This is an optimization exercise on Yosys and OpenROAD, whose aim is small area, not a production implementation. The RTL was checked by simulation tests, not by an equivalence proof against the original design. No activity file was given, so power comes from the tool's default toggle rates.

$ cat flow/design.v
module acw_gate (
	input  logic        clk,
	input  logic        rst_n,
	input  logic        host_a_valid,
	input  logic [2:0]  host_a_opcode,
	input  logic [31:0] host_a_address,
	input  logic [31:0] host_a_data,
	input  logic [7:0]  host_a_source,
	input  logic [1:0]  host_a_size,
	input  logic [3:0]  host_a_mask,
	input  logic        host_d_ready,
	output logic        host_d_valid,
	output logic [2:0]  host_d_opcode,
	output logic [31:0] host_d_data,
	output logic [7:0]  host_d_source,
	output logic        host_d_error,
	output logic        host_a_ready,
	output logic        dev_a_valid,
	output logic [2:0]  dev_a_opcode,
	output logic [31:0] dev_a_address,
	output logic [31:0] dev_a_data,
	output logic [7:0]  dev_a_source,
	output logic [1:0]  dev_a_size,
	output logic [3:0]  dev_a_mask,
	output logic        dev_d_ready,
	input  logic        dev_d_valid,
	input  logic [2:0]  dev_d_opcode,
	input  logic [31:0] dev_d_data,
	input  logic [7:0]  dev_d_source,
	input  logic        dev_d_error,
	input  logic        dev_a_ready,
	input  logic        cpu_a_valid,
	input  logic [2:0]  cpu_a_opcode,
	input  logic [31:0] cpu_a_address,
	input  logic [31:0] cpu_a_data,
	input  logic [7:0]  cpu_a_source,
	input  logic [1:0]  cpu_a_size,
	input  logic [3:0]  cpu_a_mask,
	input  logic        cpu_d_ready,
	output logic        cpu_d_valid,
	output logic [2:0]  cpu_d_opcode,
	output logic [31:0] cpu_d_data,
	output logic [7:0]  cpu_d_source,
	output logic        cpu_d_error,
	output logic        cpu_a_ready,
	output logic        irq
);
	logic        rsp_valid_q;
	logic        rsp_op_q;
	logic [31:0] rsp_data_q;
	logic [7:0]  rsp_src_q;
	logic        rsp_err_q;
	logic [7:0] ofs;
	logic accept, is_put, is_get, in_map, is_rd, is_wr, ok, wr_ok;
	assign accept = cpu_a_valid && !rsp_valid_q;
	assign ofs = cpu_a_address[9:2];
	assign is_put = (cpu_a_opcode == 3'd0) || (cpu_a_opcode == 3'd1);
	assign is_get = cpu_a_opcode == 3'd4;
	assign in_map = ofs < 8'd17;
	assign is_rd = in_map && (ofs != 8'd0) && (ofs != 8'd6);
	assign is_wr = in_map && ((ofs == 8'd0) || (ofs >= 8'd4));
	assign ok = (cpu_a_size == 2'd2) && (&cpu_a_mask) && (cpu_a_address[31:10] == 22'd0) &&
		((is_put && is_wr) || (is_get && is_rd));
	assign wr_ok = accept && ok && is_put;
	logic [31:0] cfg_q [0:1];
	logic [29:0] bnd_q [0:7];
	logic [9:0]  tv_q;
	logic [9:0]  we;
	always_comb begin
		for (int k = 0; k < 10; k++)
			we[k] = wr_ok && (ofs == 8'(k + 7));
	end
	always_ff @(posedge clk) begin
		for (int k = 0; k < 2; k++)
			if (we[k]) cfg_q[k] <= cpu_a_data;
		for (int k = 0; k < 8; k++)
			if (we[k + 2]) bnd_q[k] <= cpu_a_data[29:0];
	end
	always_ff @(posedge clk, negedge rst_n) begin
		if (!rst_n) tv_q <= '0;
		else tv_q <= tv_q | we;
	end
	logic [29:0] ra;
	logic [7:0] lt;
	logic [7:0] tor, pr, pw;
	logic [7:0] match;
	logic allow;
	assign ra = host_a_address[31:2];
	function automatic logic less(input logic [29:0] a, input logic [29:0] b);
		logic c;
		c = 1'b0;
		for (int i = 0; i < 30; i++)
			c = (!a[i] && b[i]) || ((!a[i] || b[i]) && c);
		less = c;
	endfunction
	always_comb begin
		for (int i = 0; i < 8; i++) begin
			lt[i] = tv_q[i + 2] && less(ra, bnd_q[i]);
			tor[i] = tv_q[i / 4] && (cfg_q[i / 4][(i % 4) * 8 + 3 +: 2] == 2'd1);
			pr[i] = cfg_q[i / 4][(i % 4) * 8];
			pw[i] = cfg_q[i / 4][(i % 4) * 8 + 1];
		end
		match[0] = tor[0] && lt[0];
		for (int i = 1; i < 8; i++)
			match[i] = tor[i] && lt[i] && !lt[i - 1];
	end
	logic hit, sr, sw;
	always_comb begin
		hit = 1'b0;
		sr = 1'b0;
		sw = 1'b0;
		for (int i = 7; i >= 0; i--) begin
			if (match[i]) begin
				hit = 1'b1;
				sr = pr[i];
				sw = pw[i];
			end
		end
		case (host_a_opcode)
			3'd4: allow = hit && sr;
			3'd0, 3'd1: allow = hit && sw;
			default: allow = 1'b0;
		endcase
	end
	logic [1:0]  st_q;
	logic        deny_q;
	logic        rec_v_q;
	logic [31:0] rec_addr_q;
	logic [2:0]  rec_op_q;
	logic [7:0]  rec_src_q;
	logic        idle, pend, denied, go_idle;
	assign idle = st_q == 2'd0;
	assign pend = st_q == 2'd1 || st_q == 2'd2;
	assign denied = idle && host_a_valid && !allow;
	assign go_idle = wr_ok && (ofs == 8'd0);
	always_ff @(posedge clk, negedge rst_n) begin
		if (!rst_n) begin
			st_q <= 2'd0;
			deny_q <= 1'b0;
			rec_v_q <= 1'b0;
		end else begin
			deny_q <= denied;
			if (denied) rec_v_q <= 1'b1;
			case (st_q)
				2'd0: if (denied) st_q <= 2'd1;
				2'd1: begin
					if (go_idle) st_q <= host_d_ready ? 2'd0 : 2'd2;
					else if (host_d_ready) st_q <= 2'd3;
				end
				2'd2: if (host_d_ready) st_q <= 2'd0;
				default: if (go_idle) st_q <= 2'd0;
			endcase
		end
	end
	always_ff @(posedge clk) begin
		if (denied) begin
			rec_addr_q <= host_a_address;
			rec_op_q <= host_a_opcode;
			rec_src_q <= host_a_source;
		end
	end
	assign dev_a_valid = idle && host_a_valid && allow;
	assign dev_a_opcode = host_a_opcode;
	assign dev_a_address = host_a_address;
	assign dev_a_data = host_a_data;
	assign dev_a_source = host_a_source;
	assign dev_a_size = host_a_size;
	assign dev_a_mask = host_a_mask;
	assign dev_d_ready = host_d_ready && !pend;
	assign host_d_valid = pend || dev_d_valid;
	assign host_d_opcode = pend ? {2'b00, rec_op_q == 3'd4} : dev_d_opcode;
	assign host_d_data = pend ? 32'd0 : dev_d_data;
	assign host_d_source = pend ? rec_src_q : dev_d_source;
	assign host_d_error = pend || dev_d_error;
	assign host_a_ready = idle && dev_a_ready && allow;
	logic intr_state_q, intr_en_q;
	logic [31:0] rdata;
	always_comb begin
		rdata = '0;
		case (ofs)
			8'd1: rdata = rec_v_q ? rec_addr_q : 32'd0;
			8'd2: rdata = {29'd0, rec_v_q ? rec_op_q : 3'd0};
			8'd3: rdata = {30'd0, st_q};
			8'd4: rdata = {31'd0, intr_state_q};
			8'd5: rdata = {31'd0, intr_en_q};
			8'd7: rdata = tv_q[0] ? cfg_q[0] : 32'd0;
			8'd8: rdata = tv_q[1] ? cfg_q[1] : 32'd0;
			default: begin
				for (int k = 0; k < 8; k++)
					if (ofs == 8'(k + 9)) rdata = tv_q[k + 2] ? {2'b00, bnd_q[k]} : 32'd0;
			end
		endcase
	end
	always_ff @(posedge clk, negedge rst_n) begin
		if (!rst_n) begin
			rsp_valid_q <= 1'b0;
			rsp_op_q <= 1'b0;
			rsp_data_q <= '0;
			rsp_src_q <= '0;
			rsp_err_q <= 1'b0;
		end else if (accept) begin
			rsp_valid_q <= 1'b1;
			rsp_op_q <= is_get || !ok;
			rsp_data_q <= (ok && is_get) ? rdata : 32'd0;
			rsp_src_q <= cpu_a_source;
			rsp_err_q <= !ok;
		end else if (cpu_d_ready) begin
			rsp_valid_q <= 1'b0;
		end
	end
	always_ff @(posedge clk, negedge rst_n) begin
		if (!rst_n) begin
			intr_state_q <= 1'b0;
			intr_en_q <= 1'b0;
		end else begin
			if (deny_q || (wr_ok && (ofs == 8'd6) && cpu_a_data[0]))
				intr_state_q <= 1'b1;
			else if (wr_ok && (ofs == 8'd4))
				intr_state_q <= 1'b0;
			if (wr_ok && (ofs == 8'd5))
				intr_en_q <= cpu_a_data[0];
		end
	end
	assign cpu_d_valid = rsp_valid_q;
	assign cpu_d_opcode = {2'b00, rsp_op_q};
	assign cpu_d_data = rsp_data_q;
	assign cpu_d_source = rsp_src_q;
	assign cpu_d_error = rsp_err_q;
	assign cpu_a_ready = !rsp_valid_q;
	assign irq = intr_state_q && intr_en_q;
endmodule
$ cat flow/run.sh
#!/bin/bash
# synth_recipe.tcl (not shown) runs the flow's synth.tcl, then flattens the netlist and writes it again
# the make line also repeats each setting of config.mk as NAME=value (left out here)
make -C /OpenROAD-flow-scripts/flow DESIGN_CONFIG=/design/flow/config.mk WORK_HOME=/design/flow/orfs CLKGATE_MAP_FILE= SYNTH_SCRIPT=/design/flow/synth_recipe.tcl finish
$ cat flow/config.mk
export PLATFORM = sky130hd
export DESIGN_NAME = acw_gate
export DESIGN_NICKNAME = acw_gate
export VERILOG_FILES = /design/flow/design.v
export SDC_FILE = /design/flow/constraint.sdc
export NUM_CORES = 4
export LEC_CHECK = 0
export CAP_MARGIN = 20
export CORE_MARGIN = 2
export CORE_UTILIZATION = 40
export SETUP_SLACK_MARGIN = 0.2
export SLEW_MARGIN = 20
$ cat flow/constraint.sdc
create_clock -name core_clock -period 6.0 [get_ports {clk}]
set_input_delay 1.2000 -clock core_clock [delete_from_list [all_inputs] [get_ports {clk}]]
set_output_delay 1.2000 -clock core_clock [all_outputs]
set_load 0.01 [all_outputs]
==> results.toml, run 1 <==
[finish]
area_growth_pct = 33.6
layout_commonest_cell = "edfxtp_1"
final_area_um2 = 27000
drive_gt1_frac = 0.211
multi_input_comb_area_um2 = 7460
nFillCells = 4362
seqCellArea_um2 = 11900
final_cell_mix = "edfxtp_1 (347), clkdlybuf4s50_1 (279), buf_4 (217)"
fin_nets = 2326

[yosys]
postSynthCellCount = 1687
synthXorXnorAreaFrac = 0.000433
synthSimpleGateAreaFrac = 0.114
syn_area_um2 = 20200
yosysWarnings = 3
seq_area_frac_synth = 0.589
synth_edf_count = 347
dominantRegCellSynth = "edfxtp_1"
synth_fa_ha_area_frac = 0.0264
synth_compound_area_frac = 0.196
postSynthAreaPerCell_um2 = 12.0
synth_top_family_by_area = "compound AO/OA/AOI/OAI gates"
async_flop_share = 0.145
synth.ff_latch_count = 406
synth_mux_area_frac = 0.00755
ys_types = 90

[sta]
rsz0062_at_grt = "true"
tns_ps = 0
period_minus_slack_ps = 5890
finalHoldViolCount = 0
finalMaxSlewViolations = 0
min_period_over_period = 0.982
worstMarginPinSlew_ps = 1080
relSlewSlack = 0.277
finClkSkew_ps = 31.2
fmax_ghz = 0.170
setup_viol = 0

[critical_path]
required_ps = 4800
reg2reg_from = "bnd_q[7][0]"
cp-startpoint = "host_a_address[28]"
rr_worst_depth = 14
critPathArrivalTime_ps = 4690
worst_setup_path_start_kind = "primary input"
cp_max_fo = 12
r2r-end = "rec_addr_q[15]"
worstSetupEndpoint = "dev_a_valid"
r2r_slack_ps = 1770
crit_type = "primary input to output port"
end_kind = "output port"

[floorplanning]
core-area_um2 = 50000
fp.dieArea_um2 = 52300
rows = 82
initial_core_util = 0.404
ios = 390
die_height_um = 229
die_w_um = 229

[grt]
grt.total_usage = 0.313
grt_pass1_vias = 16958
gr-total-overflow = 0
antenna_found_initial = 2
grt_max_degree = 49
grt_pass1_wl_um = 120000

[drt]
wl_per_cell_um = 29.7
dr.pass1.iters = 6
vias = 17116
drc = 0
ant_nets = 0
vias_per_cell = 6.07
drt_iter0_drc = 1860
routed_wl_um = 83700

[clock_network]
cts_tree = "yes"
cts.sinks = 406
numCtsBuffers = 47
cts-root-buf = "clkbuf_16"
cts_max_level = 2
clockBufferDepth = 3
clk_pin_slew_ps = 60
clk_latency_ps = 600

[placed_design]
io_buffer_count = 309
place_congestion = 0.979
place_hpwl_um = 61200
placed_cell_area_um2 = 24900

[flow_run]
maxCapViolations = 0

[power]
total_power_mw = 7.47
power_density_nw_per_um2 = 277
max-vdd-ir-drop_v = 0.000198
p_leak_nw = 9.69

[status]
run_status = "timing/DRC/antenna clean"

[worst_hold_path]
hold_path.class = "primary input to asynchronous set/reset pin"
==> cells in the mapped netlist, drive strengths merged (6+ instances only) <==
library cell	number	share of area
a2111oi	8	0.0041
a221oi	94	0.041
a21oi	32	0.0081
a211oi	7	0.0026
o22ai	33	0.010
a31oi	38	0.012
buf	107	0.037
nor3	21	0.0052
a222oi	17	0.0084
a21o	11	0.0041
o21ai	36	0.0091
nand3	9	0.0022
nor2	57	0.011
and3	13	0.0040
o211ai	11	0.0041
mux2	10	0.0056
a22o	66	0.029
nand2b	51	0.016
o31ai	6	0.0022
dfrtp	59	0.073
edfxtp	347	0.52
a221o	7	0.0035
clkbuf	63	0.012
nor4	19	0.0062
nand3b	6	0.0022
o221ai	29	0.013
inv	95	0.018
nand2	145	0.027
maj3	49	0.025
or2	15	0.0046
a22oi	50	0.019
nor2b	77	0.024
==> cells by family after synthesis <==
logic type | count (synthesis)
xor+xnor | 1
compound gates | 505
simple gates | 441
flops | 406
buf+inv | 267
fa+ha+maj | 52
other cells | 1
mux | 14
==> stage by stage <==
step	setup slack, ps	utilization	std cells	hold slack [ps]
global route	44.4	0.540	2821	446
finish	109	0.540	2821	446
detailed placement	-941	0.498	2712	440
CTS	203	0.539	2815	431
floorplan	753	-	1688	417
global placement	-936	0.498	2712	420
==> routing by layer <==
layer	track usage	up-vias	routed length, um	share of wire
li1	-	7383	-	-
met1	0.439	8615	34900	0.42
met2	0.504	998	39200	0.47
met3	0.0539	120	7680	0.092
met4	0.0813	0	1860	0.022
met5	0	-	0	0
==> critical path, cell delays in order <==
cell             delay, ps
clkdlybuf4s50_1        490
buf_4                  130
buf_6                  150
nor2_1                  90
buf_4                  140
a222oi_1               460
o22ai_1                180
o211ai_1               140
o211ai_1               180
and3_1                 210
a2111o_1               430
nor4_4                 340
buf_4                  190
a21oi_4                 70
nor2_2                 130
buf_2                  160
==> flip-flops by register name, indices dropped and copies added (netlist names), 2 cells and up <==
| signal | cells |
|---|---|
| bnd_q | 240 |
| cfg_q | 64 |
| rec_addr_q | 32 |
| rsp_data_q | 32 |
| tv_q | 10 |
| rec_src_q | 8 |
| rsp_src_q | 8 |
| rec_op_q | 3 |
| st_q | 2 |
==> where the power goes <==
group / internal, mW / total, mW / switching, mW
Clock: 1.61 / 2.83 / 1.22
Combinational: 0.701 / 1.48 / 0.779
Sequential: 3.14 / 3.16 / 0.0273
==> cell type report <==
cell class	instances	area share
clock buffers	60	0.0476
inverters	97	0.0136
flip-flops and latches	406	0.441
well taps	672	0.0311
repair buffers	542	0.182
clock inverters	28	0.00830
diodes	1	0.0000927
multi-input cells	1015	0.276
==> how the worst min path moves through the flow <==
stage / end / cells after the start / slack (ps) / startpoint
final: rsp_data_q[9] / 1 / 450 / rst_n
after global routing: rsp_data_q[8] / 1 / 450 / rst_n
after CTS: rsp_data_q[4] / 1 / 430 / rst_n
after detailed placement: intr_state_q / 1 / 440 / deny_q
after global placement: intr_state_q / 1 / 420 / deny_q
after floorplan: intr_state_q / 1 / 420 / deny_q
==> timing repair <==
item                                    CTS  global route
endpoints found under the setup margin    2             2
setup buffers                            15             5
resized for setup                       148            14
hold buffers                              0             0
pin swaps                                42            16
==> inputs of run 2 (changes only) <==
--- a/flow/design.v
+++ b/flow/design.v
@@ -176,19 +176,22 @@
 	logic intr_state_q, intr_en_q;
 	logic [31:0] rdata;
-	always_comb begin
-		rdata = '0;
-		case (ofs)
-			8'd1: rdata = rec_v_q ? rec_addr_q : 32'd0;
-			8'd2: rdata = {29'd0, rec_v_q ? rec_op_q : 3'd0};
-			8'd3: rdata = {30'd0, st_q};
-			8'd4: rdata = {31'd0, intr_state_q};
-			8'd5: rdata = {31'd0, intr_en_q};
-			8'd7: rdata = tv_q[0] ? cfg_q[0] : 32'd0;
-			8'd8: rdata = tv_q[1] ? cfg_q[1] : 32'd0;
-			default: begin
-				for (int k = 0; k < 8; k++)
-					if (ofs == 8'(k + 9)) rdata = tv_q[k + 2] ? {2'b00, bnd_q[k]} : 32'd0;
-			end
-		endcase
+	logic rd_go;
+	logic [16:1] rs;
+	assign rd_go = accept && ok && is_get;
+	always_comb begin
+		for (int k = 1; k <= 16; k++)
+			rs[k] = rd_go && (ofs == 8'(k));
+		rs[1] = rs[1] && rec_v_q;
+		rs[2] = rs[2] && rec_v_q;
+		for (int k = 0; k < 10; k++)
+			rs[k + 7] = rs[k + 7] && tv_q[k];
+	end
+	always_comb begin
+		rdata = ({32{rs[1]}} & rec_addr_q) | ({32{rs[2]}} & {29'd0, rec_op_q}) |
+			({32{rs[3]}} & {30'd0, st_q}) | ({32{rs[4]}} & {31'd0, intr_state_q}) |
+			({32{rs[5]}} & {31'd0, intr_en_q}) | ({32{rs[7]}} & cfg_q[0]) |
+			({32{rs[8]}} & cfg_q[1]);
+		for (int k = 0; k < 8; k++)
+			rdata = rdata | ({32{rs[k + 9]}} & {2'b00, bnd_q[k]});
 	end
 	always_ff @(posedge clk, negedge rst_n) begin
@@ -202,5 +205,5 @@
 			rsp_valid_q <= 1'b1;
 			rsp_op_q <= is_get || !ok;
-			rsp_data_q <= (ok && is_get) ? rdata : 32'd0;
+			rsp_data_q <= rdata;
 			rsp_src_q <= cpu_a_source;
 			rsp_err_q <= !ok;
--- a/flow/config.mk
+++ b/flow/config.mk
@@ -9,4 +9,5 @@
 export CORE_MARGIN = 2
 export CORE_UTILIZATION = 40
-export SETUP_SLACK_MARGIN = 0.2
+export CTS_BUF_LIST = sky130_fd_sc_hd__clkbuf_4
+export SETUP_SLACK_MARGIN = 0
 export SLEW_MARGIN = 20
==> results.toml, run 2 <==
[finish]
area_growth_pct = 32.7
top_register = "bnd_q"
nFillCells = 4401
final_cell_mix = "edfxtp_1 (347), clkdlybuf4s50_1 (300), buf_4 (198)"
largest_reg_flops = 240
fin_nets = 2386
top_regs = "bnd_q x240, cfg_q x64"
drive_gt1_frac = 0.214
layout_commonest_cell = "edfxtp_1"
fin_cells = 2929

[yosys]
synth.ff_latch_count = 406
yosysTopAreaCell = "edfxtp_1"
ys_types = 79
synth.area.top_cells = "edfxtp_1 (52%), dfrtp_1 (7.4%), buf_4 (3.2%)"
syn_area_um2 = 20000
yosysWarnings = 3
seq_area_frac_synth = 0.596
synth_edf_count = 347
postSynthCellCount = 1695
yosys-top-cells-count = "edfxtp_1 (347), nand2_1 (140), a21oi_1 (89)"
async_flop_share = 0.145
yosysTopAreaCellShare = 0.522
yosysMostFrequentCell = "edfxtp_1"
dominantRegCellSynth = "edfxtp_1"
postSynthAreaPerCell_um2 = 11.8

[power]
switching_share = 0.292
power_density_nw_per_um2 = 277
p_seq_frac = 0.442
power.switching_mw = 2.15
comb_power_share = 0.230
p_leak_nw = 9.50
pwr-share-clk = 0.328
internal_power_mw = 5.20
total_power_mw = 7.35
max-vdd-ir-drop_v = 0.000168

[drt]
vias_per_cell = 6.03
ant_nets = 0
wl_per_cell_um = 29.1
vias = 17665
dr.pass1.iters = 8
routed_wl_um = 85200
drt_iter0_drc = 2278
drc = 0

[sta]
fmax_ghz = 0.170
min_period_over_period = 0.980
worstMarginPinSlew_ps = 889
setup_viol = 0
rsz0062_at_grt = "true"
period_minus_slack_ps = 5880
finClkSkew_ps = 47.7
finalMaxSlewViolations = 0
finalHoldViolCount = 0
relSlewSlack = 0.408

[critical_path]
crit_family = "compound AO/OA/AOI/OAI gates"
worstPathCellList = "clkdlybuf4s50_1, buf_4, nor3b_1, a2bb2oi_1, maj3_1, o211ai_1, a31oi_1, a31oi_2, o32ai_4, a211o_1, o211ai_1, a31oi_4, buf_4, nor3_1, buf_2"
worst_setup_path_start_kind = "primary input"
crit_cells = 15
critPathBufInv = 4
end_kind = "output port"
r2r_slack_ps = 1870
critPathArrivalTime_ps = 4680
cpPeakStageDelay_ps = 550
crit_type = "primary input to output port"
cp_max_fo = 6
rr_worst_depth = 16
cp_slowest_cell = "clkdlybuf4s50_1"
required_ps = 4800

[grt]
grt_max_degree = 60
grt.total_usage = 0.325
antenna_found_initial = 7
grt_pass1_wl_um = 120000
gr-total-overflow = 0
grt_pass1_vias = 17349

[status]
run_status = "timing/DRC/antenna clean"

[clock_network]
cts_tree = "yes"
clk_pin_slew_ps = 70
cts_hold_buf = 0
cts-root-buf = "clkbuf_4"
clockBufferDepth = 3
cts.sinks = 406
numCtsBuffers = 105
clk_latency_ps = 880
cts_max_level = 3

[placed_design]
place_hpwl_um = 58900
io_buffer_count = 309
dp.cells = 2722
place_congestion = 0.926

[floorplanning]
core-area_um2 = 49100
ios = 390
fp.dieArea_um2 = 51700
initial_core_util = 0.407
die_height_um = 227
rows = 81
die_w_um = 227

[flow_run]
maxCapViolations = 0

[worst_hold_path]
hold_path.class = "primary input to asynchronous set/reset pin"
run 2: layer usage:
layer	vias to the layer above	GRT usage	wire length [um]
met3	209	0.0901	10100
met2	1228	0.513	39300
met1	8684	0.405	31500
met5	-	0.00380	28
li1	7542	-	-
met4	2	0.180	4320
run 2: cells by family after synthesis:
group / count (synthesis) / share of synthesized area
AND/OR/NAND/NOR: 502 / 0.129
flip-flops: 406 / 0.596
XOR/XNOR: 1 / 0.000439
other: 1 / 0.000188
buffers and inverters: 240 / 0.0622
adder cells (fa/ha/maj): 50 / 0.0254
multiplexers: 13 / 0.00740
AO/OA/AOI/OAI: 482 / 0.180
run 2: final cells by class:
| class | count | area (um^2) | share of cell area |
|---|---|---|---|
| multi-input combinational | 1050 | 7190 | 0.271 |
| inverter | 81 | 304 | 0.0115 |
| tap | 664 | 831 | 0.0314 |
| timing repair buffer | 525 | 4920 | 0.186 |
| antenna | 7 | 17.5 | 0.000661 |
| sequential | 406 | 11900 | 0.449 |
| clock inverter | 45 | 205 | 0.00774 |
| clock buffer | 151 | 1130 | 0.0428 |
run 2: worst paths after layout:
path	start	endpoint
min in group core_clock	deny_q	intr_state_q
max in group asynchronous	rst_n	deny_q
min reg2reg	deny_q	intr_state_q
max	host_a_address[19]	dev_a_valid
min	rst_n	tv_q[1]
max reg2reg	bnd_q[4][23]	rec_addr_q[17]
run 2: timing repair:
action,4_1_cts,5_1_grt
gates resized for setup,40,29
setup buffers,2,1
endpoints found under the setup margin,2,2
pin swaps,11,20
run 2: through the flow:
stage	worst slack, ps	cell area [um^2]	hold WS (ps)	TNS (ps)	util
floorplan	165	20000	411	0	-
global route	-22.8	26500	302	-42.6	0.540
CTS	0.548	26300	434	0	0.537
finish	123	26500	331	0	0.540
detailed placement	-634	24900	434	-1220	0.507
global placement	-587	24900	425	-1140	0.507
run 2: power groups by stage:
| stage | sequential, mW | clock [mW] | combinational (mW) |
|---|---|---|---|
| after floorplan | 3.32 | 0 | 0.655 |
| after global placement | 3.30 | 0 | 1.65 |
| after detailed placement | 3.30 | 0 | 1.66 |
| after CTS | 3.24 | 2.45 | 1.67 |
| after global routing | 3.25 | 2.60 | 1.78 |
| final | 3.24 | 2.41 | 1.69 |
==> inputs of run 3 (changes only) <==
==> flow/flow/run.sh (new file) <==
#!/bin/bash
# Standard ORFS layout with two changes: the port buffers are the smallest buffer cell, and the
# buffers that synthesis leaves are removed at floorplan (repair re-buffers where needed).
set -euo pipefail
cat >> config.mk <<'EOC'
export BUFFER_PORTS_ARGS = -buffer_cell sky130_fd_sc_hd__buf_1
export REMOVE_ABC_BUFFERS = 1
EOC
bash standard.sh finish > standard_flow.log 2>&1
==> flow/standard.sh (new file) <==
#!/bin/bash
# synth_recipe.tcl (not shown) runs the flow's synth.tcl, then flattens the netlist and writes it again
# the make line also repeats each setting of config.mk as NAME=value (left out here)
make -C /OpenROAD-flow-scripts/flow DESIGN_CONFIG=/design/flow/config.mk WORK_HOME=/design/flow/orfs CLKGATE_MAP_FILE= SYNTH_SCRIPT=/design/flow/synth_recipe.tcl "${@:-finish}"
--- a/flow/config.mk
+++ b/flow/config.mk
@@ -12,2 +12,4 @@
 export SETUP_SLACK_MARGIN = 0
 export SLEW_MARGIN = 20
+export BUFFER_PORTS_ARGS = -buffer_cell sky130_fd_sc_hd__buf_1
+export REMOVE_ABC_BUFFERS = 1
removed: flow/run.sh
==> results.toml, run 3 <==
[status]
run_status = "timing/DRC/antenna clean"

[yosys]
syn_area_um2 = 20000
ys_types = 79
yosysTopAreaCell = "edfxtp_1"
async_flop_share = 0.145
seq_area_frac_synth = 0.596
dominantRegCellSynth = "edfxtp_1"
yosysMostFrequentCell = "edfxtp_1"
yosys-top-cells-count = "edfxtp_1 (347), nand2_1 (140), a21oi_1 (89)"
synth.ff_latch_count = 406
postSynthAreaPerCell_um2 = 11.8
yosysWarnings = 3
synth.area.top_cells = "edfxtp_1 (52%), dfrtp_1 (7.4%), buf_4 (3.2%)"
yosysTopAreaCellShare = 0.522
postSynthCellCount = 1695
synth_edf_count = 347

[grt]
grt.total_usage = 0.299
antenna_found_initial = 5
grt_pass1_vias = 16827
grt_pass1_wl_um = 111000
gr-total-overflow = 0
grt_max_degree = 60

[critical_path]
reg2reg_from = "bnd_q[4][23]"
critPathBufInv = 4
cpPeakStageDelay_ps = 470
rr_worst_depth = 16
crit_type = "primary input to output port"
r2r_slack_ps = 1690
crit_cells = 14
cp-startpoint = "host_a_address[18]"
cp_max_fo = 8
cp_slowest_cell = "a2111oi_0"
crit_family = "compound AO/OA/AOI/OAI gates"
critPathArrivalTime_ps = 4580
r2r-end = "rec_addr_q[21]"
worstSetupEndpoint = "host_a_ready"
end_kind = "output port"
worst_setup_path_start_kind = "primary input"
worstPathCellList = "buf_1, inv_1, a22o_1, a2111oi_0, buf_4, o2111ai_1, o2111ai_1, a21oi_1, a221oi_1, o211ai_2, a31oi_2, nor2_1, and3_1, buf_1"
required_ps = 4800

[floorplanning]
core-area_um2 = 49100
ios = 390
rows = 81
die_height_um = 227
fp.dieArea_um2 = 51700
initial_core_util = 0.407
die_w_um = 227

[sta]
rsz0062_at_grt = "false"
min_period_over_period = 0.963
finClkSkew_ps = 67.8
period_minus_slack_ps = 5780
finalMaxSlewViolations = 0
fmax_ghz = 0.173
relSlewSlack = 0.299
tns_ps = 0
setup_viol = 0
finalHoldViolCount = 0
worstMarginPinSlew_ps = 1050

[clock_network]
cts_tree = "yes"
clk_pin_slew_ps = 60
cts_max_level = 3
numCtsBuffers = 109
cts.sinks = 406
clk_latency_ps = 880
cts-root-buf = "clkbuf_4"
cts_hold_buf = 0
clockBufferDepth = 3

[finish]
largest_reg_flops = 240
final_cell_mix = "edfxtp_1 (347), buf_1 (306), clkbuf_4 (165)"
layout_commonest_cell = "edfxtp_1"
final_util = 0.478
seqCellArea_um2 = 11900
drive_gt1_frac = 0.168
fin_nets = 2282
top_register = "bnd_q"
multi_input_comb_area_um2 = 7000
area_growth_pct = 17.6
nFillCells = 4557
top_regs = "bnd_q x240, cfg_q x64"

[drt]
vias = 17216
dr.pass1.iters = 6
drt_iter0_drc = 2572
wl_per_cell_um = 27.8
vias_per_cell = 6.10
drc = 0
ant_nets = 0
routed_wl_um = 78400

[worst_hold_path]
hold_path.class = "flip-flop to flip-flop"

[flow_run]
maxCapViolations = 0

[power]
power_density_nw_per_um2 = 293
max-vdd-ir-drop_v = 0.000176
p_leak_nw = 8.12

[placed_design]
place_hpwl_um = 53400
place_congestion = 0.924
io_buffer_count = 309
run 3: layout make-up:
class                           instances  share of cell area
Antenna cell                            5            0.000533
Clock inverter                         37             0.00768
Sequential cell                       406               0.507
Inverter                               81              0.0130
Tap cell                              664              0.0354
Multi-Input combinational cell       1050               0.298
Timing Repair Buffer                  417              0.0858
Clock buffer                          164              0.0525
run 3: where the power goes:
part / switching [mW] / internal, mW
Clock: 1.20 / 1.29
Sequential: 0.0636 / 3.19
Combinational: 0.745 / 0.393
Total: 2.01 / 4.87
run 3: repair_timing:
item                       CTS  global route
gates resized for setup      0            14
setup endpoints to repair    0             2
setup buffers                0             2
run 3: worst min path at each step:
| stage | from | slack [ps] | end | depth (start not counted) |
|---|---|---|---|---|
| floorplan | deny_q | 410 | intr_state_q | 2 |
| global placement | deny_q | 430 | intr_state_q | 2 |
| detailed placement | deny_q | 420 | intr_state_q | 2 |
| CTS | deny_q | 430 | intr_state_q | 2 |
| global route | deny_q | 460 | intr_state_q | 2 |
| finish | deny_q | 430 | intr_state_q | 2 |
run 3: logic make-up (layout without fill, tap and decap cells):
group	Yosys count	count (layout)	share of synthesized area
AOI/OAI and AO/OA	482	482	0.180
xor gates and xnor gates	1	1	0.000439
adders and majority gates	50	50	0.0254
buffers and inverters	240	699	0.0622
DFF	406	406	0.596
muxes	13	13	0.00740
other	1	7	0.000188
and+or+nand+nor	502	502	0.129
run 3: per-stage QoR:
stage          cells  power [mW]  instance area [um^2]  hold slack, ps  setup WS, ps
2_1_floorplan   1537        3.89                 19000             411           314
3_3_place_gp    2616        4.43                 22000             427           183
3_5_place_dp    2616        4.44                 22000             422           134
4_1_cts         2817        6.92                 23400             435          45.0
5_1_grt         2824        7.20                 23500             457         0.694
6_report        2824        6.88                 23500             434           221
run 3: per-layer routing:
layer / share of wire / wire [um] / track usage / up-vias
li1: - / - / - / 7321
met1: 0.39 / 30500 / 0.387 / 8385
met2: 0.45 / 35300 / 0.460 / 1333
met3: 0.12 / 9620 / 0.0853 / 175
met4: 0.037 / 2900 / 0.145 / 2
met5: 0.00043 / 34 / 0.00380 / -
run 3: worst min-delay path: cells and delay by family (launching register included):
kind / cells / cell delay (ps)
DFF: 1 / 320
and+or+nand+nor: 1 / 50
AOI/OAI and AO/OA: 1 / 40
==> inputs of run 4 (changes only) <==
==> flow/flow/run.sh (replaced) <==
#!/bin/bash
# Standard ORFS layout with these changes:
#  - port buffers use the smallest buffer cell (repair upsizes where timing needs it)
#  - buffers left by synthesis are removed at floorplan (repair re-buffers where needed)
#  - clock tree synthesis without dummy loads, with larger sink clusters
set -euo pipefail
cat >> config.mk <<'EOC'
export BUFFER_PORTS_ARGS = -buffer_cell sky130_fd_sc_hd__buf_1
export REMOVE_ABC_BUFFERS = 1
export CTS_ARGS = -sink_clustering_enable -repair_clock_nets -dont_use_dummy_load -buf_list sky130_fd_sc_hd__clkbuf_16 -sink_clustering_size 30 -sink_clustering_max_diameter 60
EOC
bash standard.sh finish > standard_flow.log 2>&1
--- a/flow/config.mk
+++ b/flow/config.mk
@@ -9,7 +9,10 @@
 export CORE_MARGIN = 2
 export CORE_UTILIZATION = 40
-export CTS_BUF_LIST = sky130_fd_sc_hd__clkbuf_4
+export CTS_BUF_LIST = sky130_fd_sc_hd__clkbuf_8
+export CTS_CLUSTER_DIAMETER = 100
+export CTS_CLUSTER_SIZE = 30
 export SETUP_SLACK_MARGIN = 0
 export SLEW_MARGIN = 20
 export BUFFER_PORTS_ARGS = -buffer_cell sky130_fd_sc_hd__buf_1
 export REMOVE_ABC_BUFFERS = 1
+export CTS_ARGS = -sink_clustering_enable -repair_clock_nets -dont_use_dummy_load -buf_list sky130_fd_sc_hd__clkbuf_16 -sink_clustering_size 30 -sink_clustering_max_diameter 60
==> results.toml, run 4 <==
[status]
run_status = "timing/DRC/antenna clean"

[drt]
routed_wl_um = 77500
wl_per_cell_um = 29.2
ant_nets = 0
drt_iter0_drc = 2355
vias_per_cell = 6.26
vias = 16619
dr.pass1.iters = 9
drc = 0

[critical_path]
end_kind = "output port"
worstPathCellList = "buf_1, nand2b_1, o2111a_1, nand4_1, a22oi_1, o2111ai_1, a211o_1, o32ai_1, a31o_2, o211ai_1, a31oi_2, nor2_1, and3_1, buf_1"
cp_common_cell = "buf_1"
crit_type = "primary input to output port"
cp_max_fo = 10
cp-startpoint = "host_a_address[31]"
cpPeakStageDelay_ps = 630
reg2reg_from = "bnd_q[4][15]"
critPathBufInv = 2
required_ps = 4800
critPathArrivalTime_ps = 4620
crit_family = "compound AO/OA/AOI/OAI gates"
cp_slowest_cell = "a22oi_1"
worst_setup_path_start_kind = "primary input"

[grt]
grt_pass1_vias = 16141
antenna_found_initial = 3
grt_max_degree = 60
gr-total-overflow = 0
use_met3 = 0.0840
gr-usage-met1 = 0.388
grt.busiest_layer = "met2"
grt.total_usage = 0.295
met2_usage = 0.459
grt_pass1_wl_um = 109000

[floorplanning]
die_w_um = 227
rows = 81
ios = 390
fp.dieArea_um2 = 51700
initial_core_util = 0.407
core-area_um2 = 49100
die_height_um = 227

[sta]
relSlewSlack = 0.314
finalMaxSlewViolations = 0
finalHoldViolCount = 0
worstMarginPinSlew_ps = 1030
finClkSkew_ps = 48.0
min_period_over_period = 0.970
fmax_ghz = 0.172
rsz0062_at_grt = "true"
setup_viol = 0
period_minus_slack_ps = 5820

[yosys]
async_flop_share = 0.145
syn_area_um2 = 20000
yosysWarnings = 3
seq_area_frac_synth = 0.596
synth.area.top_cells = "edfxtp_1 (52%), dfrtp_1 (7.4%), buf_4 (3.2%)"
ys_types = 79
synth.ff_latch_count = 406
yosysTopAreaCellShare = 0.522
postSynthCellCount = 1695
yosys-top-cells-count = "edfxtp_1 (347), nand2_1 (140), a21oi_1 (89)"
synth_edf_count = 347
dominantRegCellSynth = "edfxtp_1"
postSynthAreaPerCell_um2 = 11.8
yosysTopAreaCell = "edfxtp_1"
yosysMostFrequentCell = "edfxtp_1"

[power]
max-vdd-ir-drop_v = 0.000173
power_density_nw_per_um2 = 279
total_power_mw = 6.40
p_leak_nw = 7.69

[finish]
final_cell_mix = "edfxtp_1 (347), buf_1 (308), nand2_1 (140)"
fin_nets = 2207
nFillCells = 4510
top_register = "bnd_q"
area_growth_pct = 14.8
largest_reg_flops = 240
top_regs = "bnd_q x240, cfg_q x64"
multi_input_comb_area_um2 = 6990
final_util = 0.467
seqCellArea_um2 = 11900
drive_gt1_frac = 0.110
layout_commonest_cell = "edfxtp_1"
final_area_um2 = 22900

[placed_design]
io_buffer_count = 309
place_hpwl_um = 53400
place_congestion = 0.924
placed_cell_area_um2 = 22000

[worst_hold_path]
hp-start = "cfg_q[0][30]"
hold_path.class = "flip-flop to flip-flop"

[clock_network]
cts_hold_buf = 0
cts.sinks = 406
clk_pin_slew_ps = 90
cts-root-buf = "clkbuf_16"
clockBufferDepth = 3
clk_latency_ps = 580
cts_tree = "yes"
cts_max_level = 2
numCtsBuffers = 35

[flow_run]
maxCapViolations = 0
[run 4: cell counts after synthesis]
Identical to the previous run, type by type.
[run 4: cell type report]
| class | count | share of cell area |
|---|---|---|
| Antenna cell | 3 | 0.000328 |
| Timing Repair Buffer | 416 | 0.0875 |
| Sequential cell | 406 | 0.519 |
| Clock buffer | 35 | 0.0382 |
| Multi-Input combinational cell | 1050 | 0.305 |
| Tap cell | 664 | 0.0363 |
| Inverter | 81 | 0.0133 |
[run 4: logic make-up after synthesis]
family / Yosys count / synth area share
xor+xnor: 1 / 0.000439
mux: 13 / 0.00740
other cells: 1 / 0.000188
buf+inv: 240 / 0.0622
flops: 406 / 0.596
compound gates: 482 / 0.180
fa+ha+maj: 50 / 0.0254
simple gates: 502 / 0.129
[run 4: worst register-to-register path, cell delays in order (launching register included)]
cell and delay, ps:
edfxtp_1 440, nor2b_1 180, a221o_1 320, a211oi_1 420, o211ai_1 300, o311ai_2 350
a21boi_0 140, buf_4 160, or3_1 370, o221ai_1 200, o211ai_2 110, a31oi_2 320
nor2_1 130, buf_4 160, nor2_4 110, buf_12 340
[run 4: final timing paths]
path | slack [ps] | endpoint | cells after the start
max reg2reg | 1520 | rec_addr_q[4] | 15
max in group asynchronous | 4390 | rsp_data_q[19] | 2
min reg2reg | 430 | rsp_data_q[30] | 2
min | 430 | rsp_data_q[30] | 2
max | 180 | host_a_ready | 14
min in group asynchronous | 840 | rsp_data_q[21] | 2
[run 4: metal layers]
metal | share of wire | wire length, um
met1 | 0.39 | 30300
met2 | 0.45 | 34700
met3 | 0.12 | 9560
met4 | 0.038 | 2950
met5 | 0.00035 | 27
[run 4: timing repair]
item	4_1_cts	5_1_grt
buffers inserted	0	1
resized for setup	0	11
endpoints found under the setup margin	0	2
[run 4: where the power goes]
group | total (mW) | internal, mW | switching [mW]
registers | 3.25 | 3.19 | 0.0633
logic | 1.14 | 0.393 | 0.743
clock network | 2.01 | 1.03 | 0.980
[run 4: stage by stage]
stage          instances  hold slack, ps  setup WS [ps]  setup TNS (ps)
2_1_floorplan       1537             411            314               0
3_3_place_gp        2616             427            183               0
3_5_place_dp        2616             422            134               0
4_1_cts             2651             435            110               0
5_1_grt             2655             451          -21.0           -21.0
6_report            2655             433            181               0
==> inputs of run 5 (changes only) <==
--- a/flow/flow/run.sh
+++ b/flow/flow/run.sh
@@ -8,5 +8,5 @@
 export BUFFER_PORTS_ARGS = -buffer_cell sky130_fd_sc_hd__buf_1
 export REMOVE_ABC_BUFFERS = 1
-export CTS_ARGS = -sink_clustering_enable -repair_clock_nets -dont_use_dummy_load -buf_list sky130_fd_sc_hd__clkbuf_16 -sink_clustering_size 30 -sink_clustering_max_diameter 60
+export CTS_ARGS = -sink_clustering_enable -repair_clock_nets -dont_use_dummy_load -buf_list sky130_fd_sc_hd__clkbuf_8 -sink_clustering_size 16 -sink_clustering_max_diameter 60
 EOC
 bash standard.sh finish > standard_flow.log 2>&1
==> flow/config.mk (replaced) <==
export PLATFORM = sky130hd
export DESIGN_NAME = acw_gate
export DESIGN_NICKNAME = acw_gate
export VERILOG_FILES = /design/flow/design.v
export SDC_FILE = /design/flow/constraint.sdc
export NUM_CORES = 4
export LEC_CHECK = 0
export CAP_MARGIN = 20
export CORE_MARGIN = 2
export CORE_UTILIZATION = 60
export SETUP_SLACK_MARGIN = 0
export SLEW_MARGIN = 20
export BUFFER_PORTS_ARGS = -buffer_cell sky130_fd_sc_hd__buf_1
export REMOVE_ABC_BUFFERS = 1
export CTS_ARGS = -sink_clustering_enable -repair_clock_nets -dont_use_dummy_load -buf_list sky130_fd_sc_hd__clkbuf_8 -sink_clustering_size 16 -sink_clustering_max_diameter 60
==> results.toml, run 5 <==
[power]
max-vdd-ir-drop_v = 0.000303
p_seq_frac = 0.557
p_leak_nw = 7.52
power_density_nw_per_um2 = 262
switching_share = 0.294
internal_power_mw = 4.11
pwr-share-clk = 0.240
comb_power_share = 0.202
power.switching_mw = 1.71

[floorplanning]
die_height_um = 186
rows = 66
fp.dieArea_um2 = 34700
die_w_um = 186
initial_core_util = 0.612
core-area_um2 = 32600
ios = 390

[sta]
hold_ws_ps = 469
rsz0062_at_grt = "false"
finalMaxSlewViolations = 0
relSlewSlack = 0.343
fmax_ghz = 0.171
fin_ws_ps = 137
min_period_over_period = 0.977
worstMarginPinSlew_ps = 986
setup_viol = 0
finalHoldViolCount = 0
tns_ps = 0
period_minus_slack_ps = 5860
finClkSkew_ps = 63.5

[yosys]
synth_edf_count = 347
seq_area_frac_synth = 0.596
yosysMostFrequentCell = "edfxtp_1"
synth.ff_latch_count = 406
yosys-top-cells-count = "edfxtp_1 (347), nand2_1 (140), a21oi_1 (89)"
synth.area.top_cells = "edfxtp_1 (52%), dfrtp_1 (7.4%), buf_4 (3.2%)"
postSynthAreaPerCell_um2 = 11.8
yosysTopAreaCellShare = 0.522
syn_area_um2 = 20000
postSynthCellCount = 1695
dominantRegCellSynth = "edfxtp_1"
ys_types = 79
async_flop_share = 0.145
yosysWarnings = 3
yosysTopAreaCell = "edfxtp_1"

[finish]
area_growth_pct = 11.3
fin_cells = 2432
final_area_um2 = 22200
largest_reg_flops = 240
layout_commonest_cell = "edfxtp_1"
final_cell_mix = "edfxtp_1 (347), buf_1 (306), nand2_1 (140)"
antenna-diode-count = 0
drive_gt1_frac = 0.110
top_register = "bnd_q"
fin_nets = 2209
top_regs = "bnd_q x240, cfg_q x64"

[status]
run_status = "timing/DRC/antenna clean"

[grt]
use_met3 = 0.120
met2_usage = 0.618
grt_max_degree = 60
gr-total-overflow = 0
grt_pass1_wl_um = 106000
grt.busiest_layer = "met2"
antenna_found_initial = 1
grt_pass1_vias = 16179
gr-usage-met1 = 0.575
grt.total_usage = 0.412

[clock_network]
clk_latency_ps = 580
cts.sinks = 406
cts_resized = 0
cts_hold_buf = 0
cts-root-buf = "clkbuf_8"
cts_setup_buffers = 0
clockBufferDepth = 3
numCtsBuffers = 35
cts_max_level = 2
cts_tree = "yes"
clk_pin_slew_ps = 100

[critical_path]
worst_setup_path_start_kind = "primary input"
crit_type = "primary input to output port"
end_kind = "output port"
required_ps = 4800
critPathArrivalTime_ps = 4660
cp_max_fo = 15

[placed_design]
place_hpwl_um = 49300
pre_cts_ws_ps = 164
place_congestion = 0.996
io_buffer_count = 309
dp.cells = 2397
placed_cell_area_um2 = 21700

[flow_run]
maxCapViolations = 0

[drt]
drc = 0
routed_wl_um = 73000
wl_per_cell_um = 30.0
vias = 16933
dr.pass1.iters = 8
vias_per_cell = 6.96
ant_nets = 0
drt_iter0_drc = 3087

[worst_hold_path]
hold_path.class = "flip-flop to flip-flop"
run 5: cell counts after synthesis:
No cell type changed its count.
run 5: area by class of cell:
| cell class | count | area, um^2 |
|---|---|---|
| Clock buffer | 35 | 482 |
| Fill cell | 2553 | 10400 |
| Inverter | 81 | 304 |
| Multi-Input combinational cell | 1050 | 6980 |
| Sequential cell | 406 | 11900 |
| Tap cell | 442 | 553 |
| Timing Repair Buffer | 418 | 2010 |
run 5: cell families (layout without fill, tap and decap cells):
logic type | after synthesis | count (layout) | share of synthesized area
adder cells (fa/ha/maj) | 50 | 50 | 0.0254
XOR/XNOR | 1 | 1 | 0.000439
flip-flops | 406 | 406 | 0.596
AND/OR/NAND/NOR | 502 | 502 | 0.129
other | 1 | 2 | 0.000188
multiplexers | 13 | 13 | 0.00740
AO/OA/AOI/OAI | 482 | 482 | 0.180
buffers and inverters | 240 | 534 | 0.0622
run 5: worst max-delay path: stages:
cell	delay [ps]
buf_1	230
buf_4	270
nor3b_1	70
a2bb2oi_1	140
maj3_1	360
maj3_1	410
o31ai_1	400
a31oi_1	100
and3_1	220
a221oi_1	330
o211ai_2	140
a31oi_2	330
nor2_1	110
and3_1	200
buf_1	160
run 5: final timing paths:
path	from	to	slack [ps]	cells past startpoint
setup reg to reg	bnd_q[4][23]	rec_addr_q[5]	1600	15
setup / recovery	host_a_address[26]	host_a_ready	140	15
max in group asynchronous	rst_n	rec_v_q	4440	2
hold reg to reg	cfg_q[0][30]	rsp_data_q[30]	470	2
hold / removal	cfg_q[0][30]	rsp_data_q[30]	470	2
min in group asynchronous	rst_n	rsp_data_q[8]	870	2
run 5: routing by layer:
metal,wire length [um],vias to the layer above
met1,27600,8190
met4,3190,2
met3,10700,233
li1,-,7042
met5,13,-
met2,31500,1466
run 5: power by group through the flow:
| stage | combinational [mW] | sequential (mW) | clock, mW |
|---|---|---|---|
| 2_1_floorplan | 0.574 | 3.32 | 0 |
| 3_3_place_gp | 1.14 | 3.30 | 0 |
| 3_5_place_dp | 1.16 | 3.30 | 0 |
| 4_1_cts | 1.16 | 3.24 | 1.40 |
| 5_1_grt | 1.25 | 3.25 | 1.48 |
| 6_report | 1.18 | 3.24 | 1.40 |
run 5: metrics by stage:
stage,power (mW),util
finish,5.81,0.681
global route,5.99,0.681
global placement,4.44,0.666
detailed placement,4.46,0.666
floorplan,3.89,-
CTS,5.80,0.681
==> inputs of run 6 (changes only) <==
--- a/flow/config.mk
+++ b/flow/config.mk
@@ -8,5 +8,8 @@
 export CAP_MARGIN = 20
 export CORE_MARGIN = 2
-export CORE_UTILIZATION = 60
+export CORE_UTILIZATION = 40
+export CTS_BUF_LIST = sky130_fd_sc_hd__clkbuf_8
+export CTS_CLUSTER_DIAMETER = 100
+export CTS_CLUSTER_SIZE = 30
 export SETUP_SLACK_MARGIN = 0
 export SLEW_MARGIN = 20
==> results.toml, run 6 <==
[floorplanning]
rows = 81
fp.dieArea_um2 = 51700
die_height_um = 227
ios = 390
initial_core_util = 0.407
core-area_um2 = 49100
die_w_um = 227

[yosys]
synth.area.top_cells = "edfxtp_1 (52%), dfrtp_1 (7.4%), buf_4 (3.2%)"
seq_area_frac_synth = 0.596
yosysTopAreaCellShare = 0.522
synth.ff_latch_count = 406
postSynthAreaPerCell_um2 = 11.8
dominantRegCellSynth = "edfxtp_1"
async_flop_share = 0.145
postSynthCellCount = 1695
yosys-top-cells-count = "edfxtp_1 (347), nand2_1 (140), a21oi_1 (89)"
syn_area_um2 = 20000
ys_types = 79
yosysMostFrequentCell = "edfxtp_1"
synth_edf_count = 347
yosysTopAreaCell = "edfxtp_1"
yosysWarnings = 3

[sta]
min_period_over_period = 0.967
hold_ws_ps = 438
finClkSkew_ps = 88.9
finalHoldViolCount = 0
period_minus_slack_ps = 5800
worstMarginPinSlew_ps = 1050
setup_viol = 0
tns_ps = 0
finalMaxSlewViolations = 0
fmax_ghz = 0.172
relSlewSlack = 0.300
fin_ws_ps = 200

[critical_path]
r2r_slack_ps = 1630
critPathArrivalTime_ps = 4600
end_kind = "output port"
worst_setup_path_start_kind = "primary input"
required_ps = 4800
crit_type = "primary input to output port"
cp_max_fo = 11

[power]
comb_power_share = 0.193
internal_power_mw = 4.16
switching_share = 0.295
total_power_mw = 5.90
pwr-share-clk = 0.257
p_leak_nw = 7.55
power.switching_mw = 1.74
max-vdd-ir-drop_v = 0.000199
p_seq_frac = 0.550
power_density_nw_per_um2 = 261

[placed_design]
io_buffer_count = 309
place_congestion = 0.924
pre_cts_ws_ps = 134
place_hpwl_um = 53400

[drt]
wl_per_cell_um = 29.2
vias = 16656
vias_per_cell = 6.26
drc = 0
drt_iter0_drc = 2426
routed_wl_um = 77600
dr.pass1.iters = 6
ant_nets = 0

[finish]
top_regs = "bnd_q x240, cfg_q x64"
layout_commonest_cell = "edfxtp_1"
fin_nets = 2212
nFillCells = 4536
drive_gt1_frac = 0.113
area_growth_pct = 13.2
final_cell_mix = "edfxtp_1 (347), buf_1 (306), nand2_1 (140)"
top_register = "bnd_q"
largest_reg_flops = 240
final_util = 0.460

[grt]
grt_pass1_vias = 16177
grt_max_degree = 60
antenna_found_initial = 4
grt_pass1_wl_um = 109000
grt.total_usage = 0.295
gr-total-overflow = 0

[worst_hold_path]
hold_path.class = "flip-flop to flip-flop"

[clock_network]
clockBufferDepth = 3
cts_hold_buf = 0
numCtsBuffers = 39
cts_max_level = 2
clk_latency_ps = 660
cts_tree = "yes"
cts-root-buf = "clkbuf_8"
clk_pin_slew_ps = 80
cts.sinks = 406

[status]
run_status = "timing/DRC/antenna clean"

[flow_run]
maxCapViolations = 0
==> run 6: cell counts after synthesis <==
Identical to the previous run, type by type.
==> run 6: critical path: stages <==
cell and delay (ps):
buf_1 130, buf_4 200, a222oi_1 490, o21ai_0 230
nor4_1 370, buf_4 190, o2111ai_1 190, a211o_1 320
o32ai_1 230, a31o_2 180, o211ai_1 100, a31oi_2 300
nor2_1 130, and3_1 190, buf_1 120
==> run 6: area by class of cell <==
cell class	count	area (um^2)	area share
diodes	4	10.0	0.000443
clock buffers	39	537	0.0238
inverters	81	304	0.0135
multi-input cells	1050	7000	0.310
flip-flops and latches	406	11900	0.527
well taps	664	831	0.0368
repair buffers	417	2010	0.0892
==> run 6: power groups by stage <==
stage | Clock [mW] | Sequential [mW] | Combinational, mW
floorplan | 0 | 3.32 | 0.574
detailed placement | 0 | 3.31 | 1.14
global route | 1.64 | 3.26 | 1.26
finish | 1.52 | 3.25 | 1.14
CTS | 1.54 | 3.25 | 1.14
global placement | 0 | 3.30 | 1.13
==> run 6: path summary, 6_finish.rpt <==
check	start	cells past startpoint	to
worst max register to register	bnd_q[4][23]	16	rec_addr_q[14]
worst max-delay path	host_a_address[25]	15	host_a_ready
min in group asynchronous	rst_n	2	rsp_data_q[23]
worst min register to register	deny_q	2	intr_state_q
max in group asynchronous	rst_n	2	rsp_data_q[10]
worst min-delay path	deny_q	2	intr_state_q
==> run 6: per-stage QoR <==
stage,instances,area (um^2)
3_3_place_gp,2616,22000
5_1_grt,2661,22600
3_5_place_dp,2616,22000
2_1_floorplan,1537,19000
4_1_cts,2655,22500
6_report,2661,22600
==> run 6: kinds of logic after synthesis <==
| group | after synthesis | synth area share |
|---|---|---|
| adders and majority gates | 50 | 0.0254 |
| other | 1 | 0.000188 |
| buffers and inverters | 240 | 0.0622 |
| xor gates and xnor gates | 1 | 0.000439 |
| muxes | 13 | 0.00740 |
| DFF | 406 | 0.596 |
| and+or+nand+nor | 502 | 0.129 |
| AOI/OAI and AO/OA | 482 | 0.180 |
==> run 6: layer usage <==
metal  vias up  wire length [um]  GRT usage
li1       7058                 -          -
met1      8158             30100      0.392
met2      1261             34700      0.456
met3       177              9650     0.0752
met4         2              3180      0.136
met5         -                34    0.00380
==> run 6: repair_timing <==
action | CTS | global route
gates resized for setup | 0 | 14
endpoints found under the setup margin | 0 | 2
setup buffers | 0 | 2
hold endpoints to repair | 0 | 0
==> inputs of run 7 (changes only) <==
--- a/flow/flow/run.sh
+++ b/flow/flow/run.sh
@@ -4,4 +4,5 @@
 #  - buffers left by synthesis are removed at floorplan (repair re-buffers where needed)
 #  - clock tree synthesis without dummy loads, with larger sink clusters
+#  - after the standard synthesis, repair may not use the largest buffer cells
 set -euo pipefail
 cat >> config.mk <<'EOC'
@@ -10,3 +11,7 @@
 export CTS_ARGS = -sink_clustering_enable -repair_clock_nets -dont_use_dummy_load -buf_list sky130_fd_sc_hd__clkbuf_8 -sink_clustering_size 16 -sink_clustering_max_diameter 60
 EOC
+bash standard.sh synth > synth_flow.log 2>&1
+cat >> config.mk <<'EOC'
+export DONT_USE_CELLS += sky130_fd_sc_hd__buf_6 sky130_fd_sc_hd__buf_8 sky130_fd_sc_hd__buf_12 sky130_fd_sc_hd__buf_16 sky130_fd_sc_hd__bufbuf_8 sky130_fd_sc_hd__bufbuf_16
+EOC
 bash standard.sh finish > standard_flow.log 2>&1
--- a/flow/config.mk
+++ b/flow/config.mk
@@ -17,2 +17,3 @@
 export REMOVE_ABC_BUFFERS = 1
 export CTS_ARGS = -sink_clustering_enable -repair_clock_nets -dont_use_dummy_load -buf_list sky130_fd_sc_hd__clkbuf_8 -sink_clustering_size 16 -sink_clustering_max_diameter 60
+export DONT_USE_CELLS += sky130_fd_sc_hd__buf_6 sky130_fd_sc_hd__buf_8 sky130_fd_sc_hd__buf_12 sky130_fd_sc_hd__buf_16 sky130_fd_sc_hd__bufbuf_8 sky130_fd_sc_hd__bufbuf_16
==> results.toml, run 7 <==
[floorplanning]
ios = 390
die_height_um = 227
core-area_um2 = 49100
fp.dieArea_um2 = 51700
initial_core_util = 0.407
die_w_um = 227
rows = 81

[drt]
drt_iter0_drc = 2285
ant_nets = 0
drc = 0
wl_per_cell_um = 29.0
vias = 16709
dr.pass1.iters = 8
vias_per_cell = 6.23
routed_wl_um = 77900

[sta]
setup_viol = 0
finalMaxSlewViolations = 0
period_minus_slack_ps = 5910
min_period_over_period = 0.984
fmax_ghz = 0.169
tns_ps = 0
finClkSkew_ps = 60.5
finalHoldViolCount = 0
relSlewSlack = 0.296
worstMarginPinSlew_ps = 1060

[status]
run_status = "timing/DRC/antenna clean"

[worst_hold_path]
hold_path.class = "flip-flop to flip-flop"

[finish]
fin_nets = 2237
largest_reg_flops = 240
top_regs = "bnd_q x240, cfg_q x64"
final_util = 0.456
nFillCells = 4567
top_register = "bnd_q"
area_growth_pct = 12.1
layout_commonest_cell = "buf_1"
final_area_um2 = 22400
fin_cells = 2684
drive_gt1_frac = 0.0907
final_cell_mix = "buf_1 (371), edfxtp_1 (347), nand2_1 (140)"

[critical_path]
cp-startpoint = "host_a_address[20]"
end_kind = "output port"
worst_setup_path_start_kind = "primary input"
rr_worst_depth = 15
reg2reg_from = "bnd_q[5][18]"
crit_type = "primary input to output port"
critPathArrivalTime_ps = 4710
r2r_slack_ps = 1500
cp_max_fo = 3
worstSetupEndpoint = "host_a_ready"
r2r-end = "rec_addr_q[24]"
required_ps = 4800

[grt]
antenna_found_initial = 2
grt_pass1_wl_um = 111000
grt.total_usage = 0.297
grt_max_degree = 52
gr-total-overflow = 0
grt_pass1_vias = 16071

[clock_network]
cts_setup_buffers = 0
clk_pin_slew_ps = 100
cts_tree = "yes"
numCtsBuffers = 37
clk_latency_ps = 640
cts.sinks = 406
clockBufferDepth = 3
cts_max_level = 2
cts-root-buf = "clkbuf_8"

[yosys]
yosysMostFrequentCell = "edfxtp_1"
dominantRegCellSynth = "edfxtp_1"
postSynthCellCount = 1695
async_flop_share = 0.145
yosysTopAreaCellShare = 0.522
yosysTopAreaCell = "edfxtp_1"
syn_area_um2 = 20000
synth.area.top_cells = "edfxtp_1 (52%), dfrtp_1 (7.4%), buf_4 (3.2%)"
yosysWarnings = 3
synth.ff_latch_count = 406
ys_types = 79
seq_area_frac_synth = 0.596
postSynthAreaPerCell_um2 = 11.8
yosys-top-cells-count = "edfxtp_1 (347), nand2_1 (140), a21oi_1 (89)"
synth_edf_count = 347

[placed_design]
placed_cell_area_um2 = 21800
io_buffer_count = 309
place_congestion = 0.968
place_hpwl_um = 55700
dp.cells = 2645

[flow_run]
maxCapViolations = 0

[power]
power_density_nw_per_um2 = 262
p_leak_nw = 7.40
max-vdd-ir-drop_v = 0.000129
total_power_mw = 5.86
run 7: worst min path at each step:
stage	start	to	slack (ps)	cells past startpoint
floorplan	deny_q	intr_state_q	410	2
global placement	deny_q	intr_state_q	420	2
detailed placement	deny_q	intr_state_q	450	2
CTS	deny_q	intr_state_q	470	2
global route	rsp_src_q[5]	rsp_src_q[5]	500	2
finish	cfg_q[0][30]	rsp_data_q[30]	470	2
run 7: layout make-up:
cell class / count / area [um^2] / area share
sequential: 406 / 11900 / 0.532
multi-input combinational: 1050 / 7010 / 0.313
timing repair buffer: 444 / 1820 / 0.0815
tap: 664 / 831 / 0.0371
clock buffer: 37 / 509 / 0.0228
inverter: 81 / 304 / 0.0136
antenna: 2 / 5.00 / 0.000224
run 7: cells by family (layout without fill, tap and decap cells):
family,after synthesis,count (layout),share of synthesized area
simple gates,502,502,0.129
compound gates,482,482,0.180
flops,406,406,0.596
buf+inv,240,562,0.0622
fa+ha+maj,50,50,0.0254
mux,13,13,0.00740
other cells,1,4,0.000188
xor+xnor,1,1,0.000439
run 7: what timing repair did:
item / in CTS / in global routing
gates resized for setup: 0 / 17
setup endpoints to repair: 0 / 2
hold buffers: 0 / 0
run 7: critical path: stages:
cell and delay [ps]:
buf_1 190, and2b_1 210, maj3_1 410, a2111oi_4 470, buf_4 210, o311ai_0 170
buf_1 160, a22oi_1 280, buf_1 140, nor4_1 50, a211o_1 230, o211ai_1 240
a31oi_2 210, nor2_1 200, and3_1 170, buf_1 150
run 7: power breakdown:
group | internal (mW) | total [mW] | switching (mW)
sequential | 3.18 | 3.25 | 0.0633
combinational | 0.387 | 1.14 | 0.752
clock | 0.553 | 1.48 | 0.925
total | 4.12 | 5.86 | 1.74
run 7: through the flow:
step	hold slack [ps]	setup WS [ps]
2_1_floorplan	411	314
3_3_place_gp	419	165
3_5_place_dp	452	143
4_1_cts	472	126
5_1_grt	504	-32.3
6_report	472	93.7
run 7: metal layers:
metal  share of wire  up-vias  GRT usage  wire (um)
met5         0.00035        -    0.00380         27
met4           0.038        2      0.114       2930
met3            0.12      161     0.0666       9120
met2            0.45     1182      0.469      35300
met1            0.39     8262      0.400      30600
li1                -     7102          -          -
==> inputs of run 8 (changes only) <==
--- a/flow/config.mk
+++ b/flow/config.mk
@@ -6,12 +6,9 @@
 export NUM_CORES = 4
 export LEC_CHECK = 0
-export CAP_MARGIN = 20
+export CAP_MARGIN = 5
 export CORE_MARGIN = 2
 export CORE_UTILIZATION = 40
-export CTS_BUF_LIST = sky130_fd_sc_hd__clkbuf_8
-export CTS_CLUSTER_DIAMETER = 100
-export CTS_CLUSTER_SIZE = 30
 export SETUP_SLACK_MARGIN = 0
-export SLEW_MARGIN = 20
+export SLEW_MARGIN = 5
 export BUFFER_PORTS_ARGS = -buffer_cell sky130_fd_sc_hd__buf_1
 export REMOVE_ABC_BUFFERS = 1
==> results.toml, run 8 <==
[drt]
routed_wl_um = 77900
wl_per_cell_um = 29.0
ant_nets = 0
vias = 16709
drt_iter0_drc = 2285
drc = 0
vias_per_cell = 6.23
dr.pass1.iters = 8

[floorplanning]
rows = 81
initial_core_util = 0.407
fp.dieArea_um2 = 51700
die_height_um = 227
core-area_um2 = 49100
ios = 390
die_w_um = 227

[clock_network]
clk_pin_slew_ps = 100
clk_latency_ps = 640
numCtsBuffers = 37
cts-root-buf = "clkbuf_8"
cts.sinks = 406
cts_hold_buf = 0
cts_tree = "yes"
clockBufferDepth = 3
cts_max_level = 2
cts_setup_buffers = 0

[finish]
fin_nets = 2237
largest_reg_flops = 240
final_area_um2 = 22400
fin_cells = 2684
area_growth_pct = 12.1
layout_commonest_cell = "buf_1"
nFillCells = 4567
final_cell_mix = "buf_1 (371), edfxtp_1 (347), nand2_1 (140)"
top_register = "bnd_q"
top_regs = "bnd_q x240, cfg_q x64"
drive_gt1_frac = 0.0907
final_util = 0.456

[grt]
grt_pass1_vias = 16071
met2_usage = 0.469
gr-usage-met1 = 0.400
antenna_found_initial = 2
grt.busiest_layer = "met2"
grt.total_usage = 0.297
use_met3 = 0.0666
grt_max_degree = 52
grt_pass1_wl_um = 111000
gr-total-overflow = 0

[yosys]
yosysTopAreaCellShare = 0.522
dominantRegCellSynth = "edfxtp_1"
yosysWarnings = 3
yosysTopAreaCell = "edfxtp_1"
syn_area_um2 = 20000
postSynthCellCount = 1695
synth_edf_count = 347
seq_area_frac_synth = 0.596
synth.ff_latch_count = 406
yosysMostFrequentCell = "edfxtp_1"
yosys-top-cells-count = "edfxtp_1 (347), nand2_1 (140), a21oi_1 (89)"
async_flop_share = 0.145
postSynthAreaPerCell_um2 = 11.8
synth.area.top_cells = "edfxtp_1 (52%), dfrtp_1 (7.4%), buf_4 (3.2%)"
ys_types = 79

[sta]
setup_viol = 0
finalMaxSlewViolations = 0
finClkSkew_ps = 60.5
fmax_ghz = 0.169
finalHoldViolCount = 0
tns_ps = 0
period_minus_slack_ps = 5910
relSlewSlack = 0.296
hold_ws_ps = 472
worstMarginPinSlew_ps = 1060
min_period_over_period = 0.984

[placed_design]
io_buffer_count = 309
place_hpwl_um = 55700
place_congestion = 0.968
placed_cell_area_um2 = 21800
dp.cells = 2645

[critical_path]
cp_slowest_cell = "a2111oi_4"
worstPathCellList = "buf_1, and2b_1, maj3_1, a2111oi_4, buf_4, o311ai_0, buf_1, a22oi_1, buf_1, nor4_1, a211o_1, o211ai_1, a31oi_2, nor2_1, and3_1, buf_1"
cpPeakStageDelay_ps = 470
critPathArrivalTime_ps = 4710
cp_common_cell = "buf_1"
cp_max_fo = 3
crit_type = "primary input to output port"
worst_setup_path_start_kind = "primary input"
required_ps = 4800
end_kind = "output port"

[power]
comb_power_share = 0.194
p_leak_nw = 7.40
pwr-share-clk = 0.252
power.switching_mw = 1.74
p_seq_frac = 0.554
internal_power_mw = 4.12
max-vdd-ir-drop_v = 0.000129
power_density_nw_per_um2 = 262
switching_share = 0.297

[worst_hold_path]
hold_path.class = "flip-flop to flip-flop"

[status]
run_status = "timing/DRC/antenna clean"

[flow_run]
maxCapViolations = 0
-- run 8: cell counts after synthesis --
No cell type changed its count.
-- run 8: kinds of logic (layout without fill, tap and decap cells) --
logic type / Yosys count / count (layout) / synth area share
XOR/XNOR: 1 / 1 / 0.000439
AO/OA/AOI/OAI: 482 / 482 / 0.180
adder cells (fa/ha/maj): 50 / 50 / 0.0254
other: 1 / 4 / 0.000188
AND/OR/NAND/NOR: 502 / 502 / 0.129
multiplexers: 13 / 13 / 0.00740
buffers and inverters: 240 / 562 / 0.0622
flip-flops: 406 / 406 / 0.596
-- run 8: metal layers --
| layer | routed length [um] | vias up |
|---|---|---|
| li1 | - | 7102 |
| met2 | 35300 | 1182 |
| met5 | 27 | - |
| met4 | 2930 | 2 |
| met3 | 9120 | 161 |
| met1 | 30600 | 8262 |
-- run 8: power groups by stage --
stage / Combinational [mW] / Clock [mW] / Sequential, mW
4_1_cts: 1.14 / 1.50 / 3.25
5_1_grt: 1.26 / 1.59 / 3.26
6_report: 1.14 / 1.48 / 3.25
3_3_place_gp: 1.12 / 0 / 3.30
3_5_place_dp: 1.13 / 0 / 3.31
2_1_floorplan: 0.574 / 0 / 3.32
-- run 8: what timing repair did --
item / 4_1_cts / 5_1_grt
endpoints found under the setup margin: 0 / 2
endpoints found under the hold margin: 0 / 0
gates resized for setup: 0 / 17
-- run 8: stage by stage --
| step | setup WS [ps] | total power [mW] |
|---|---|---|
| after CTS | 126 | 5.88 |
| final | 93.7 | 5.86 |
| after global routing | -32.3 | 6.11 |
| after detailed placement | 143 | 4.44 |
| after global placement | 165 | 4.43 |
| after floorplan | 314 | 3.89 |
-- run 8: cell type report --
class,count,area [um^2],share of cell area
Sequential cell,406,11900,0.532
Multi-Input combinational cell,1050,7010,0.313
Timing Repair Buffer,444,1820,0.0815
Tap cell,664,831,0.0371
Clock buffer,37,509,0.0228
Inverter,81,304,0.0136
Antenna cell,2,5.00,0.000224
-- run 8: final timing paths --
check	cells past startpoint	from	to	slack [ps]
worst max-delay path	16	host_a_address[20]	host_a_ready	90
worst min-delay path	2	cfg_q[0][30]	rsp_data_q[30]	470
worst max register to register	15	bnd_q[5][18]	rec_addr_q[24]	1500
worst min register to register	2	cfg_q[0][30]	rsp_data_q[30]	470
max in group asynchronous	2	rst_n	rsp_data_q[21]	4110
min in group asynchronous	1	rst_n	rsp_data_q[23]	690
-- run 8: worst max-delay path, delay by kind of cell --
kind / cells / cell delay (ps)
AND/OR/NAND/NOR: 4 / 630
buffers and inverters: 5 / 850
adder cells (fa/ha/maj): 1 / 410
AO/OA/AOI/OAI: 6 / 1600

what the ideal ports hide:
In the flow no input, the clock included, has a driving cell. The finished layouts below were timed again as built, in two steps.
Step 1 (the two cells are an assumption about what drives the block):
set clk [get_ports {clk}]
set_driving_cell -lib_cell sky130_fd_sc_hd__clkbuf_16 $clk
set_driving_cell -lib_cell sky130_fd_sc_hd__buf_2 [delete_from_list [all_inputs] $clk]
Step 2 also shifts input and output timing later by t, the mid clock arrival at the registers, as if the neighbouring blocks saw the same clock.
a / b / c = ideal ports / drivers / drivers and shift; a / b = the first two.
run	t, ns	setup slack, ns	clock arrival spread, ns	worst register clock-pin slew, ns	worst slew at a driven data input, ns
run 1	0.649	0.109 / 0.078 / 0.078	0.033 / 0.032	0.07 / 0.07	0.16
run 2	0.901	0.123 / 0.088 / 0.088	0.049 / 0.049	0.08 / 0.08	0.25
run 3	0.900	0.221 / 0.200 / 0.200	0.074 / 0.074	0.08 / 0.08	0.12
run 4	0.610	0.181 / 0.151 / 0.151	0.048 / 0.048	0.09 / 0.09	0.12
run 5	0.599	0.137 / 0.114 / 0.114	0.064 / 0.064	0.11 / 0.11	0.16
run 6	0.671	0.200 / 0.180 / 0.180	0.089 / 0.089	0.11 / 0.11	0.12
run 7	0.662	0.094 / 0.070 / 0.070	0.063 / 0.063	0.10 / 0.10	0.12
run 8	0.662	0.094 / 0.070 / 0.070	0.063 / 0.063	0.10 / 0.10	0.12
After both steps setup and hold are still met in every run listed. The setup slack of run 2, which loses most, moves by -0.035 ns with the drivers and by -0.035 ns with both steps.
